From an optimization exercise on the open Yosys and OpenROAD flow, aimed at small area, a short achievable clock period and few clock cycles per item; shortcuts taken in it are not production practice. Where RTL was checked, it was by simulation tests only, not by an equivalence proof against the original. Power is estimated from default activity; no workload was simulated.

v39:
## ooo_backend_top
module ooo_backend_top (
    input  wire logic                  clk_i,
    input  wire logic                  rst_n_i,
    input  wire logic                  op_valid_i,
    input  wire isa_pkg::issue_op_t    op_i,
    output logic                       commit_valid_o,
    output backend_pkg::commit_rec_t   commit_o,
    output logic                       credit_o
);
For scale: roughly 75 flip-flops, ~220 I/O pins, ~6800 µm² of cells after synthesis.
==> module ooo_backend_top, before the edit <==
module ooo_backend_top (
    input  wire logic                  clk_i,
    input  wire logic                  rst_n_i,
    input  wire logic                  op_valid_i,
    input  wire isa_pkg::issue_op_t    op_i,
    output logic                       commit_valid_o,
    output backend_pkg::commit_rec_t   commit_o,
    output logic                       credit_o
);
    localparam int W = 32;
    logic         is_br;
    logic         sub;
    logic [W-1:0] b_x;
    logic [W-1:0] gen;
    logic [W-1:0] prop;
    logic [W:0]   carry;
    logic [W-1:0] sum;
    logic         taken;
    logic [W-1:0] link;
    logic [W:0]   pc_carry;
    logic [W-1:0] pc_imm;
    logic [W-1:0] value;
    backend_pkg::rob_tag_t tag_q;
    logic [5-1:0]    rd_q;
    logic [W-1:0]          value_q;
    logic                  is_br_q;
    logic                  taken_q;
    logic [W-1:0]          target_q;
    assign is_br = (op_i.op_class == isa_pkg::OP_BRANCH);
    assign sub  = is_br || (op_i.func == isa_pkg::ALU_SUB);
    assign b_x  = op_i.src_b ^ {W{sub}};
    assign gen  = op_i.src_a & b_x;
    assign prop = op_i.src_a ^ b_x;
    prefix_carry #(.W(W)) alu_carry_inst (
        .g_i   (gen),
        .p_i   (prop),
        .cin_i (sub),
        .c_o   (carry)
    );
    assign sum = prop ^ carry[W-1:0];
    assign taken = (op_i.cond == isa_pkg::BR_EQ) ? (&prop) : !carry[W];
    pc_increment #(.W(W)) link_inst (
        .pc_i   (op_i.pc),
        .link_o (link)
    );
    prefix_carry #(.W(W)) pc_carry_inst (
        .g_i   (op_i.pc & op_i.imm),
        .p_i   (op_i.pc ^ op_i.imm),
        .cin_i (1'b0),
        .c_o   (pc_carry)
    );
    assign pc_imm = op_i.pc ^ op_i.imm ^ pc_carry[W-1:0];
    always_comb begin
        if (is_br) begin
            value = link;
        end else begin
            case (op_i.func)
                isa_pkg::ALU_ADD,
                isa_pkg::ALU_SUB: value = sum;
                isa_pkg::ALU_AND: value = gen;
                isa_pkg::ALU_OR:  value = gen | prop;
                isa_pkg::ALU_XOR: value = prop;
                default:          value = '0;
            endcase
        end
    end
    assign credit_o = commit_valid_o;
    always_ff @(posedge clk_i or negedge rst_n_i) begin
        if (!rst_n_i) begin
            commit_valid_o <= 1'b0;
            tag_q          <= '1;
        end else begin
            commit_valid_o <= op_valid_i;
            if (op_valid_i) begin
                tag_q <= tag_q + 1'b1;
            end
        end
    end
    always_ff @(posedge clk_i) begin
        rd_q     <= op_i.rd;
        value_q  <= value;
        is_br_q  <= is_br;
        taken_q  <= is_br && taken;
        target_q <= pc_imm;
    end
    assign commit_o = {tag_q, rd_q, value_q, is_br_q, taken_q,
                       taken_q ? target_q : (value_q & {W{is_br_q}})};
endmodule
==> flow/config.mk <==
export PLATFORM = sky130hd
export DESIGN_NAME = ooo_backend_top
export DESIGN_NICKNAME = ooo_backend_top
export VERILOG_FILES = /design/flow/design.v
export SDC_FILE = /design/flow/constraint.sdc
export NUM_CORES = 4
export LEC_CHECK = 0
export CAP_MARGIN = 20
export CORE_MARGIN = 2
export CORE_UTILIZATION = 40
export SLEW_MARGIN = 20
==> flow/constraint.sdc <==
create_clock -name core_clock -period 5.0 [get_ports {clk_i}]
set_input_delay 1.0000 -clock core_clock [delete_from_list [all_inputs] [get_ports {clk_i}]]
set_output_delay 1.0000 -clock core_clock [all_outputs]
set_load 0.01 [all_outputs]
standard.sh (not shown) runs the stock make flow with config.mk's settings and CLKGATE_MAP_FILE= SYNTH_SCRIPT=/design/flow/synth_recipe.tcl, a recipe that flattens the netlist after the stock synthesis.
==> flow/flow/run.sh <==
#!/bin/bash
# The standard layout, with the port buffers made from the smallest buffer cell.
set -euo pipefail
bash standard.sh BUFFER_PORTS_ARGS="-buffer_cell sky130_fd_sc_hd__buf_1" finish > make_finish.log 2>&1
## Diff of input files: v38 against v39
diff --git a/flow/design.v b/flow/design.v
--- a/flow/design.v
+++ b/flow/design.v
@@ -186,9 +186,9 @@
     assign sub  = is_br || (op_i.func == isa_pkg::ALU_SUB);
     assign b_x  = op_i.src_b ^ {W{sub}};
     assign gen  = op_i.src_a & b_x;
     assign prop = op_i.src_a ^ b_x;
-    prefix_carry #(.W(W)) alu_carry_inst (
+    prefix_carry #(.W(W), .ARCH(2)) alu_carry_inst (
         .g_i   (gen),
         .p_i   (prop),
         .cin_i (sub),
         .c_o   (carry)
@@ -198,9 +198,9 @@
     pc_increment #(.W(W)) link_inst (
         .pc_i   (op_i.pc),
         .link_o (link)
     );
-    prefix_carry #(.W(W)) pc_carry_inst (
+    prefix_carry #(.W(W), .ARCH(2)) pc_carry_inst (
         .g_i   (op_i.pc & op_i.imm),
         .p_i   (op_i.pc ^ op_i.imm),
         .cin_i (1'b0),
         .c_o   (pc_carry)
### Flow results
The lower cell leakage power of v38 and v39 is in v39. v38 ended with more total power after layout than v39. Of v38 and v39, the higher number of global-route vias before repair belongs to v38. Arithmetic-cell share of the synthesized area counting full adders, half adders and majority gates: v38 < v39. When v38 is set beside v39, its biggest fanout along the worst timing path turns out to be 7 smaller. Relative to v39, final routed wire length divided by cell count increased by 0.37 µm in v38.
Function was not checked in any run of this note: the RTL went through the layout flow alone.

---

## yarrow
Another version of the RTL of ooo_backend_top (not shown whole).
For scale: about 1000 cells after synthesis, roughly 220 I/O pins, about 0.0067 mm^2 of cells after synthesis.
==> module ooo_backend_top, before the edit <==
module ooo_backend_top (
    input  wire logic                  clk_i,
    input  wire logic                  rst_n_i,
    input  wire logic                  op_valid_i,
    input  wire isa_pkg::issue_op_t    op_i,
    output logic                       commit_valid_o,
    output backend_pkg::commit_rec_t   commit_o,
    output logic                       credit_o
);
    localparam int W  = 32;
    localparam int BW = 8;
    localparam int NB = W / BW;
    logic          is_br;
    logic          sub;
    logic          sel_sum;
    logic [W-1:0]  b_x;
    logic [W-1:0]  gen;
    logic [W-1:0]  prop;
    logic [W-1:0]  sum_blk;
    logic [NB-1:0] blk_g;
    logic [NB-1:0] blk_p;
    logic          carry_out;
    logic          taken;
    logic [W:0]    pc_carry;
    logic [W-1:0]  pc_imm;
    logic [W-1:0]  value;
    backend_pkg::rob_tag_t tag_q;
    logic [5-1:0]    rd_q;
    logic [W-1:0]          value_q;
    logic                  is_br_q;
    logic                  taken_q;
    logic [W-1:0]          target_q;
    logic [NB-2:0]         blk_g_q;
    logic [NB-2:1]         blk_p_q;
    logic [NB-2:0]         pc_ones;
    logic [NB-1:0]         blk_c;
    logic [W-1:0]          value_out;
    assign is_br = (op_i.op_class == isa_pkg::OP_BRANCH);
    assign sub  = is_br || (op_i.func == isa_pkg::ALU_SUB);
    assign b_x  = op_i.src_b ^ {W{sub}};
    assign gen  = op_i.src_a & b_x;
    assign prop = op_i.src_a ^ b_x;
    for (genvar k = 0; k < NB; k++) begin : g_blk
        logic [BW:0] c;
        prefix_carry #(.W(BW), .ARCH(1)) carry_inst (
            .g_i   (gen[k*BW +: BW]),
            .p_i   (prop[k*BW +: BW]),
            .cin_i ((k == 0) ? sub : 1'b0),
            .c_o   (c)
        );
        assign sum_blk[k*BW +: BW] = prop[k*BW +: BW] ^ c[BW-1:0];
        assign blk_g[k] = c[BW];
        assign blk_p[k] = &prop[k*BW +: BW];
    end
    assign carry_out = blk_g[3] | (blk_p[3] & (blk_g[2] | (blk_p[2] & (blk_g[1] | (blk_p[1] & blk_g[0])))));
    assign taken = (op_i.cond == isa_pkg::BR_EQ) ? (&prop) : !carry_out;
    assign pc_ones[0] = &op_i.pc[7:2];
    assign pc_ones[1] = pc_ones[0] & (&op_i.pc[15:8]);
    assign pc_ones[2] = pc_ones[1] & (&op_i.pc[23:16]);
    prefix_carry #(.W(W), .ARCH(1)) pc_carry_inst (
        .g_i   (op_i.pc & op_i.imm),
        .p_i   (op_i.pc ^ op_i.imm),
        .cin_i (1'b0),
        .c_o   (pc_carry)
    );
    assign pc_imm = op_i.pc ^ op_i.imm ^ pc_carry[W-1:0];
    assign sel_sum = !is_br && (op_i.func == isa_pkg::ALU_ADD || op_i.func == isa_pkg::ALU_SUB);
    logic sel_gen;
    logic sel_prop;
    assign sel_gen  = !is_br && (op_i.func == isa_pkg::ALU_AND || op_i.func == isa_pkg::ALU_OR);
    assign sel_prop = !is_br && (op_i.func == isa_pkg::ALU_XOR || op_i.func == isa_pkg::ALU_OR);
    assign value = ({W{sel_sum}} & sum_blk) | ({W{sel_gen}} & gen) | ({W{sel_prop}} & prop)
                 | ({W{is_br}} & op_i.pc);
    assign credit_o = commit_valid_o;
    always_ff @(posedge clk_i or negedge rst_n_i) begin
        if (!rst_n_i) begin
            commit_valid_o <= 1'b0;
            tag_q          <= '1;
        end else begin
            commit_valid_o <= op_valid_i;
            if (op_valid_i) begin
                tag_q <= tag_q + 1'b1;
            end
        end
    end
    always_ff @(posedge clk_i) begin
        rd_q     <= op_i.rd;
        value_q  <= value;
        is_br_q  <= is_br;
        taken_q  <= is_br && taken;
        target_q <= pc_imm;
        blk_g_q  <= (blk_g[NB-2:0] & {(NB-1){sel_sum}}) | (pc_ones & {(NB-1){is_br}});
        blk_p_q  <= blk_p[NB-2:1] & {(NB-2){!is_br}};
    end
    assign blk_c[0] = 1'b0;
    assign blk_c[1] = blk_g_q[0];
    assign blk_c[2] = blk_g_q[1] | (blk_p_q[1] & blk_g_q[0]);
    assign blk_c[3] = blk_g_q[2] | (blk_p_q[2] & blk_g_q[1]) | (blk_p_q[2] & blk_p_q[1] & blk_g_q[0]);
    always_comb begin
        value_out[1:0] = value_q[1:0];
        for (int j = 2; j < BW; j++) begin
            value_out[j] = value_q[j] ^ (is_br_q && ((value_q[BW-1:0] | ({BW{1'b1}} << j) | 2'b11) == {BW{1'b1}}));
        end
        for (int k = 1; k < NB; k++) begin
            for (int j = 0; j < BW; j++) begin
                value_out[k*BW + j] = value_q[k*BW + j] ^ (blk_c[k] && ((value_q[k*BW +: BW] | ({BW{1'b1}} << j)) == {BW{1'b1}}));
            end
        end
    end
    assign commit_o = {tag_q, rd_q, value_out, is_br_q, taken_q,
                       taken_q ? target_q : (value_out & {W{is_br_q}})};
endmodule
export LEC_CHECK = 0
export ABC_AREA = 1
export CAP_MARGIN = 20
export CORE_MARGIN = 2
export CORE_UTILIZATION = 65
export SLEW_MARGIN = 20
create_clock -name core_clock -period 5.0 [get_ports {clk_i}]
==> flow/flow/run.sh <==
#!/bin/bash
# The standard layout, with three changes:
# - the port buffers are made from the smallest buffer cell;
# - the full adder cells join the platform's don't-use list (flow/dont_use.txt),
#   so that abc maps those adder bits with the rest of the logic;
# - the timing repair after clock tree synthesis (and only that one) aims at
#   2 ns of setup slack; the other repair steps only repair violations.
set -euo pipefail
here=$(cd "$(dirname "$0")" && pwd)
dont_use=$(tr '\n' ' ' < "$here/dont_use.txt")
common=(BUFFER_PORTS_ARGS="-buffer_cell sky130_fd_sc_hd__buf_1" DONT_USE_CELLS="$dont_use")
bash standard.sh "${common[@]}" place > make_place.log 2>&1
bash standard.sh "${common[@]}" SETUP_SLACK_MARGIN=2.0 cts > make_cts.log 2>&1
bash standard.sh "${common[@]}" finish > make_finish.log 2>&1
==> flow/flow/dont_use.txt <==
sky130_fd_sc_hd__probe_p_8
sky130_fd_sc_hd__probec_p_8
sky130_fd_sc_hd__lpflow_bleeder_1
sky130_fd_sc_hd__lpflow_clkbufkapwr_1
sky130_fd_sc_hd__lpflow_clkbufkapwr_16
sky130_fd_sc_hd__lpflow_clkbufkapwr_2
sky130_fd_sc_hd__lpflow_clkbufkapwr_4
sky130_fd_sc_hd__lpflow_clkbufkapwr_8
sky130_fd_sc_hd__lpflow_clkinvkapwr_1
sky130_fd_sc_hd__lpflow_clkinvkapwr_16
sky130_fd_sc_hd__lpflow_clkinvkapwr_2
sky130_fd_sc_hd__lpflow_clkinvkapwr_4
sky130_fd_sc_hd__lpflow_clkinvkapwr_8
sky130_fd_sc_hd__lpflow_decapkapwr_12
sky130_fd_sc_hd__lpflow_decapkapwr_3
sky130_fd_sc_hd__lpflow_decapkapwr_4
sky130_fd_sc_hd__lpflow_decapkapwr_6
sky130_fd_sc_hd__lpflow_decapkapwr_8
sky130_fd_sc_hd__lpflow_inputiso0n_1
sky130_fd_sc_hd__lpflow_inputiso0p_1
sky130_fd_sc_hd__lpflow_inputiso1n_1
sky130_fd_sc_hd__lpflow_inputiso1p_1
sky130_fd_sc_hd__lpflow_inputisolatch_1
sky130_fd_sc_hd__lpflow_isobufsrc_1
sky130_fd_sc_hd__lpflow_isobufsrc_16
sky130_fd_sc_hd__lpflow_isobufsrc_2
sky130_fd_sc_hd__lpflow_isobufsrc_4
sky130_fd_sc_hd__lpflow_isobufsrc_8
sky130_fd_sc_hd__lpflow_isobufsrckapwr_16
sky130_fd_sc_hd__lpflow_lsbuf_lh_hl_isowell_tap_1
sky130_fd_sc_hd__lpflow_lsbuf_lh_hl_isowell_tap_2
sky130_fd_sc_hd__lpflow_lsbuf_lh_hl_isowell_tap_4
sky130_fd_sc_hd__lpflow_lsbuf_lh_isowell_4
sky130_fd_sc_hd__lpflow_lsbuf_lh_isowell_tap_1
sky130_fd_sc_hd__lpflow_lsbuf_lh_isowell_tap_2
sky130_fd_sc_hd__lpflow_lsbuf_lh_isowell_tap_4
sky130_fd_sc_hd__fa_1
sky130_fd_sc_hd__fa_2
sky130_fd_sc_hd__fa_4
Testbench counts of yarrow, summed over its fixed seeds: cycles 2,056, items 2,048.
> inputs changed (yarrow -> garnet)
--- a/flow/design.v
+++ b/flow/design.v
@@ -237,9 +237,9 @@
             for (int j = 0; j < BW; j++) begin
                 value_out[k*BW + j] = value_q[k*BW + j] ^ (blk_c[k] && ((value_q[k*BW +: BW] | ({BW{1'b1}} << j)) == {BW{1'b1}}));
             end
         end
     end
     assign commit_o = {tag_q, rd_q, value_out, is_br_q, taken_q,
-                       taken_q ? target_q : (value_out & {W{is_br_q}})};
+                       ({W{taken_q}} & target_q) | ({W{is_br_q && !taken_q}} & value_out)};
 endmodule
 `default_nettype wire
==> summary.txt <==
- garnet closes out successfully: all stages finished, all timing, DRC and antenna checks passed.
- Post-synthesis share of cell area spent on xor and xnor gates (higher): garnet
- Delta (garnet minus yarrow): clock-buffer cell count went down 1, post-synthesis share of cell area spent on and, or, nand and nor gates went down 0.22 points, power went down about 0.56%.
- Looking at worst vdd rail ir drop across both flows, garnet is the stronger of the two, with yarrow trailing.
- Diff yarrow -> garnet: cell area went down; post-layout worst setup margin grew by 0.026 ns; total internal power -2.2%.
- Compared with yarrow, garnet shows a lower cell area after technology mapping.
- Min global placer's final weighted congestion across garnet and yarrow: garnet
- Taking yarrow as the reference point, the wire length of the first global-routing pass of garnet rises by 1.7%.
Testbench counts of garnet, summed over its fixed seeds: cycles 2,056, items 2,048.

---

old:
Another version of the RTL of ooo_backend_top (not shown whole).
Size: ~770 cells after synthesis, ~75 flip-flops, roughly 7000 sq um of cells after synthesis.
==> module prefix_carry, before the edit <==
module prefix_carry #(
    parameter int W = 32
) (
    input  wire logic [W-1:0] g_i,
    input  wire logic [W-1:0] p_i,
    input  wire logic         cin_i,
    output logic [W:0]        c_o
);
    localparam int L = (W > 16) ? 5 : (W > 8) ? 4 : (W > 4) ? 3 : (W > 2) ? 2 : 1;
    logic [W-1:0] gg;
    logic [W-1:0] pp;
    always_comb begin
        gg    = g_i;
        pp    = p_i;
        gg[0] = g_i[0] | (p_i[0] & cin_i);
        for (int l = 0; l < L; l++) begin
            for (int i = (2 << l) - 1; i < W; i += (2 << l)) begin
                gg[i] = gg[i] | (pp[i] & gg[i - (1 << l)]);
                pp[i] = pp[i] & pp[i - (1 << l)];
            end
        end
        for (int l = L - 2; l >= 0; l--) begin
            for (int i = 3 * (1 << l) - 1; i < W; i += (2 << l)) begin
                gg[i] = gg[i] | (pp[i] & gg[i - (1 << l)]);
                pp[i] = pp[i] & pp[i - (1 << l)];
            end
        end
    end
    assign c_o = {gg, cin_i};
endmodule
==> module ooo_backend_top, before the edit <==
module ooo_backend_top (
    input  wire logic                  clk_i,
    input  wire logic                  rst_n_i,
    input  wire logic                  op_valid_i,
    input  wire isa_pkg::issue_op_t    op_i,
    output logic                       commit_valid_o,
    output backend_pkg::commit_rec_t   commit_o,
    output logic                       credit_o
);
    localparam int W = 32;
    logic         is_br;
    logic         sub;
    logic [W-1:0] b_x;
    logic [W-1:0] gen;
    logic [W-1:0] prop;
    logic [W:0]   carry;
    logic [W-1:0] sum;
    logic         taken;
    logic [W-1:0] link;
    logic [W:0]   pc_carry;
    logic [W-1:0] pc_imm;
    logic [W-1:0] value;
    logic [W-1:0] target;
    backend_pkg::rob_tag_t tag_q;
    logic [5-1:0]    rd_q;
    logic [W-1:0]          value_q;
    logic                  is_br_q;
    logic                  taken_q;
    logic [W-1:0]          target_q;
    assign is_br = (op_i.op_class == isa_pkg::OP_BRANCH);
    assign sub  = is_br || (op_i.func == isa_pkg::ALU_SUB);
    assign b_x  = op_i.src_b ^ {W{sub}};
    assign gen  = op_i.src_a & b_x;
    assign prop = op_i.src_a ^ b_x;
    prefix_carry #(.W(W)) alu_carry_inst (
        .g_i   (gen),
        .p_i   (prop),
        .cin_i (sub),
        .c_o   (carry)
    );
    assign sum = prop ^ carry[W-1:0];
    assign taken = (op_i.cond == isa_pkg::BR_EQ) ? (&prop) : !carry[W];
    pc_increment #(.W(W)) link_inst (
        .pc_i   (op_i.pc),
        .link_o (link)
    );
    prefix_carry #(.W(W)) pc_carry_inst (
        .g_i   (op_i.pc & op_i.imm),
        .p_i   (op_i.pc ^ op_i.imm),
        .cin_i (1'b0),
        .c_o   (pc_carry)
    );
    assign pc_imm = op_i.pc ^ op_i.imm ^ pc_carry[W-1:0];
    always_comb begin
        if (is_br) begin
            value  = link;
            target = taken ? pc_imm : link;
        end else begin
            target = '0;
            case (op_i.func)
                isa_pkg::ALU_ADD,
                isa_pkg::ALU_SUB: value = sum;
                isa_pkg::ALU_AND: value = gen;
                isa_pkg::ALU_OR:  value = gen | prop;
                isa_pkg::ALU_XOR: value = prop;
                default:          value = '0;
            endcase
        end
    end
    assign credit_o = commit_valid_o;
    always_ff @(posedge clk_i or negedge rst_n_i) begin
        if (!rst_n_i) begin
            commit_valid_o <= 1'b0;
            tag_q          <= '1;
        end else begin
            commit_valid_o <= op_valid_i;
            if (op_valid_i) begin
                tag_q <= tag_q + 1'b1;
            end
        end
    end
    always_ff @(posedge clk_i) begin
        rd_q     <= op_i.rd;
        value_q  <= value;
        is_br_q  <= is_br;
        taken_q  <= is_br && taken;
        target_q <= target;
    end
    assign commit_o = {tag_q, rd_q, value_q, is_br_q, taken_q, target_q};
endmodule
Settings: LEC_CHECK=0, CAP_MARGIN=20, CORE_MARGIN=2, CORE_UTILIZATION=40, SLEW_MARGIN=20; clock period 5.0 ns.
==> flow/flow/run.sh <==
#!/bin/bash
# The standard layout, with the port buffers made from the smallest buffer cell.
set -euo pipefail
bash standard.sh BUFFER_PORTS_ARGS="-buffer_cell sky130_fd_sc_hd__buf_1" finish > make_finish.log 2>&1
old | status: complete | timing, DRC, antenna: pass
Testbench counts of old, summed over its fixed seeds: cycles 2,056, items 2,048.
For new, these inputs were changed with respect to old:
-- flow/design.v --
<<< old, line 80
`timescale 1ns/100ps
module prefix_carry #(
    parameter int W = 32
) (
    input  wire logic [W-1:0] g_i,
>>> new, line 80
`timescale 1ns/100ps
module prefix_carry #(
    parameter int W    = 32,
    parameter int ARCH = 0
) (
    input  wire logic [W-1:0] g_i,
<<< old, line 94
        pp    = p_i;
        gg[0] = g_i[0] | (p_i[0] & cin_i);
        for (int l = 0; l < L; l++) begin
            for (int i = (2 << l) - 1; i < W; i += (2 << l)) begin
                gg[i] = gg[i] | (pp[i] & gg[i - (1 << l)]);
                pp[i] = pp[i] & pp[i - (1 << l)];
            end
        end
        for (int l = L - 2; l >= 0; l--) begin
            for (int i = 3 * (1 << l) - 1; i < W; i += (2 << l)) begin
                gg[i] = gg[i] | (pp[i] & gg[i - (1 << l)]);
                pp[i] = pp[i] & pp[i - (1 << l)];
            end
        end
>>> new, line 95
        pp    = p_i;
        gg[0] = g_i[0] | (p_i[0] & cin_i);
        if (ARCH == 0) begin
            for (int l = 0; l < L; l++) begin
                for (int i = (2 << l) - 1; i < W; i += (2 << l)) begin
                    gg[i] = gg[i] | (pp[i] & gg[i - (1 << l)]);
                    pp[i] = pp[i] & pp[i - (1 << l)];
                end
            end
            for (int l = L - 2; l >= 0; l--) begin
                for (int i = 3 * (1 << l) - 1; i < W; i += (2 << l)) begin
                    gg[i] = gg[i] | (pp[i] & gg[i - (1 << l)]);
                    pp[i] = pp[i] & pp[i - (1 << l)];
                end
            end
        end else if (ARCH == 1) begin
            for (int l = 0; l < L; l++) begin
                for (int i = 0; i < W; i++) begin
                    if (((i >> l) & 1) == 1) begin
                        gg[i] = gg[i] | (pp[i] & gg[((i >> l) << l) - 1]);
                        pp[i] = pp[i] & pp[((i >> l) << l) - 1];
                    end
                end
            end
        end else begin
            for (int l = 0; l < L; l++) begin
                for (int i = W - 1; i >= (1 << l); i--) begin
                    gg[i] = gg[i] | (pp[i] & gg[i - (1 << l)]);
                    pp[i] = pp[i] & pp[i - (1 << l)];
                end
            end
        end
<<< old, line 158
    logic [W-1:0] pc_imm;
    logic [W-1:0] value;
    logic [W-1:0] target;
    backend_pkg::rob_tag_t tag_q;
    logic [5-1:0]    rd_q;
>>> new, line 177
    logic [W-1:0] pc_imm;
    logic [W-1:0] value;
    backend_pkg::rob_tag_t tag_q;
    logic [5-1:0]    rd_q;
<<< old, line 170
    assign gen  = op_i.src_a & b_x;
    assign prop = op_i.src_a ^ b_x;
    prefix_carry #(.W(W)) alu_carry_inst (
        .g_i   (gen),
        .p_i   (prop),
>>> new, line 188
    assign gen  = op_i.src_a & b_x;
    assign prop = op_i.src_a ^ b_x;
    prefix_carry #(.W(W), .ARCH(1)) alu_carry_inst (
        .g_i   (gen),
        .p_i   (prop),
<<< old, line 182
        .link_o (link)
    );
    prefix_carry #(.W(W)) pc_carry_inst (
        .g_i   (op_i.pc & op_i.imm),
        .p_i   (op_i.pc ^ op_i.imm),
>>> new, line 200
        .link_o (link)
    );
    prefix_carry #(.W(W), .ARCH(1)) pc_carry_inst (
        .g_i   (op_i.pc & op_i.imm),
        .p_i   (op_i.pc ^ op_i.imm),
<<< old, line 191
    always_comb begin
        if (is_br) begin
            value  = link;
            target = taken ? pc_imm : link;
        end else begin
            target = '0;
            case (op_i.func)
                isa_pkg::ALU_ADD,
>>> new, line 209
    always_comb begin
        if (is_br) begin
            value = link;
        end else begin
            case (op_i.func)
                isa_pkg::ALU_ADD,
<<< old, line 222
        is_br_q  <= is_br;
        taken_q  <= is_br && taken;
        target_q <= target;
    end
    assign commit_o = {tag_q, rd_q, value_q, is_br_q, taken_q, target_q};
endmodule
`default_nettype wire
>>> new, line 238
        is_br_q  <= is_br;
        taken_q  <= is_br && taken;
        target_q <= pc_imm;
    end
    assign commit_o = {tag_q, rd_q, value_q, is_br_q, taken_q,
                       taken_q ? target_q : (value_q & {W{is_br_q}})};
endmodule
`default_nettype wire
--- outcome ---
- Comparing old and new, the lower number of instances in the synthesized netlist was measured on old.
- Diff old..new | global-route congestion overflow total | unchanged
- old and new ended up with roughly the same minimum hold slack.
- Summary of new over old: area share of xor/xnor cells in the synthesized design rose by 0.50 points; layout overhead on the synthesized area fell by 3.2 points.
- Summary — post-synthesis cell area, new relative to old: higher, by 4.9%.
- Between old and new, routed wire length is lower for old, new comes in above that.
- Proportion of cell area occupied by multi-input gates for new is higher than for old.
- In the tables for old and new, slack of the critical path reads lower with old.
- Final critical delay including setup and external delays (higher): old
Only the layout flow was run in new; the RTL was not checked for function there.

==> re-timing with driven ports <==
The results above use ideal ports. As a check the final layouts listed here were re-extracted and re-timed, cells and wires unchanged. Step 1: set_driving_cell puts a clkbuf_16 on clk_i and a buf_2 on each other input, an assumption about the parent block. Step 2 adds t to the input delays and takes it off the output delays; t is the mean of the earliest and latest rising clock arrival at the registers after step 1. Input paths then give back, and output paths get back, about the clock's delay inside the block. Slacks: no drivers / after step 1 / after step 2; pairs: no drivers / after step 1.
run	t (ns)	setup WS [ns]	worst setup path at the end	slew at the worst register clock pin (ns)
v39	0.372	0.318 / 0.334 / -0.039	input to register	0.06 / 0.06
v38	0.392	0.761 / 0.781 / 0.389	input to register	0.07 / 0.07
yarrow	0.394	1.916 / 1.931 / 1.537	input to register	0.09 / 0.09
garnet	0.388	1.942 / 1.939 / 1.564	input to register	0.09 / 0.09
old	0.378	0.435 / 0.453 / 0.075	input to register	0.06 / 0.06
new	0.382	0.666 / 0.689 / 0.307	input to register	0.06 / 0.06
With both steps, setup timing fails in v39, where it was met with ideal ports. The setup slack of yarrow, which loses most, moves by +0.015 ns with the drivers and by -0.379 ns with both steps.
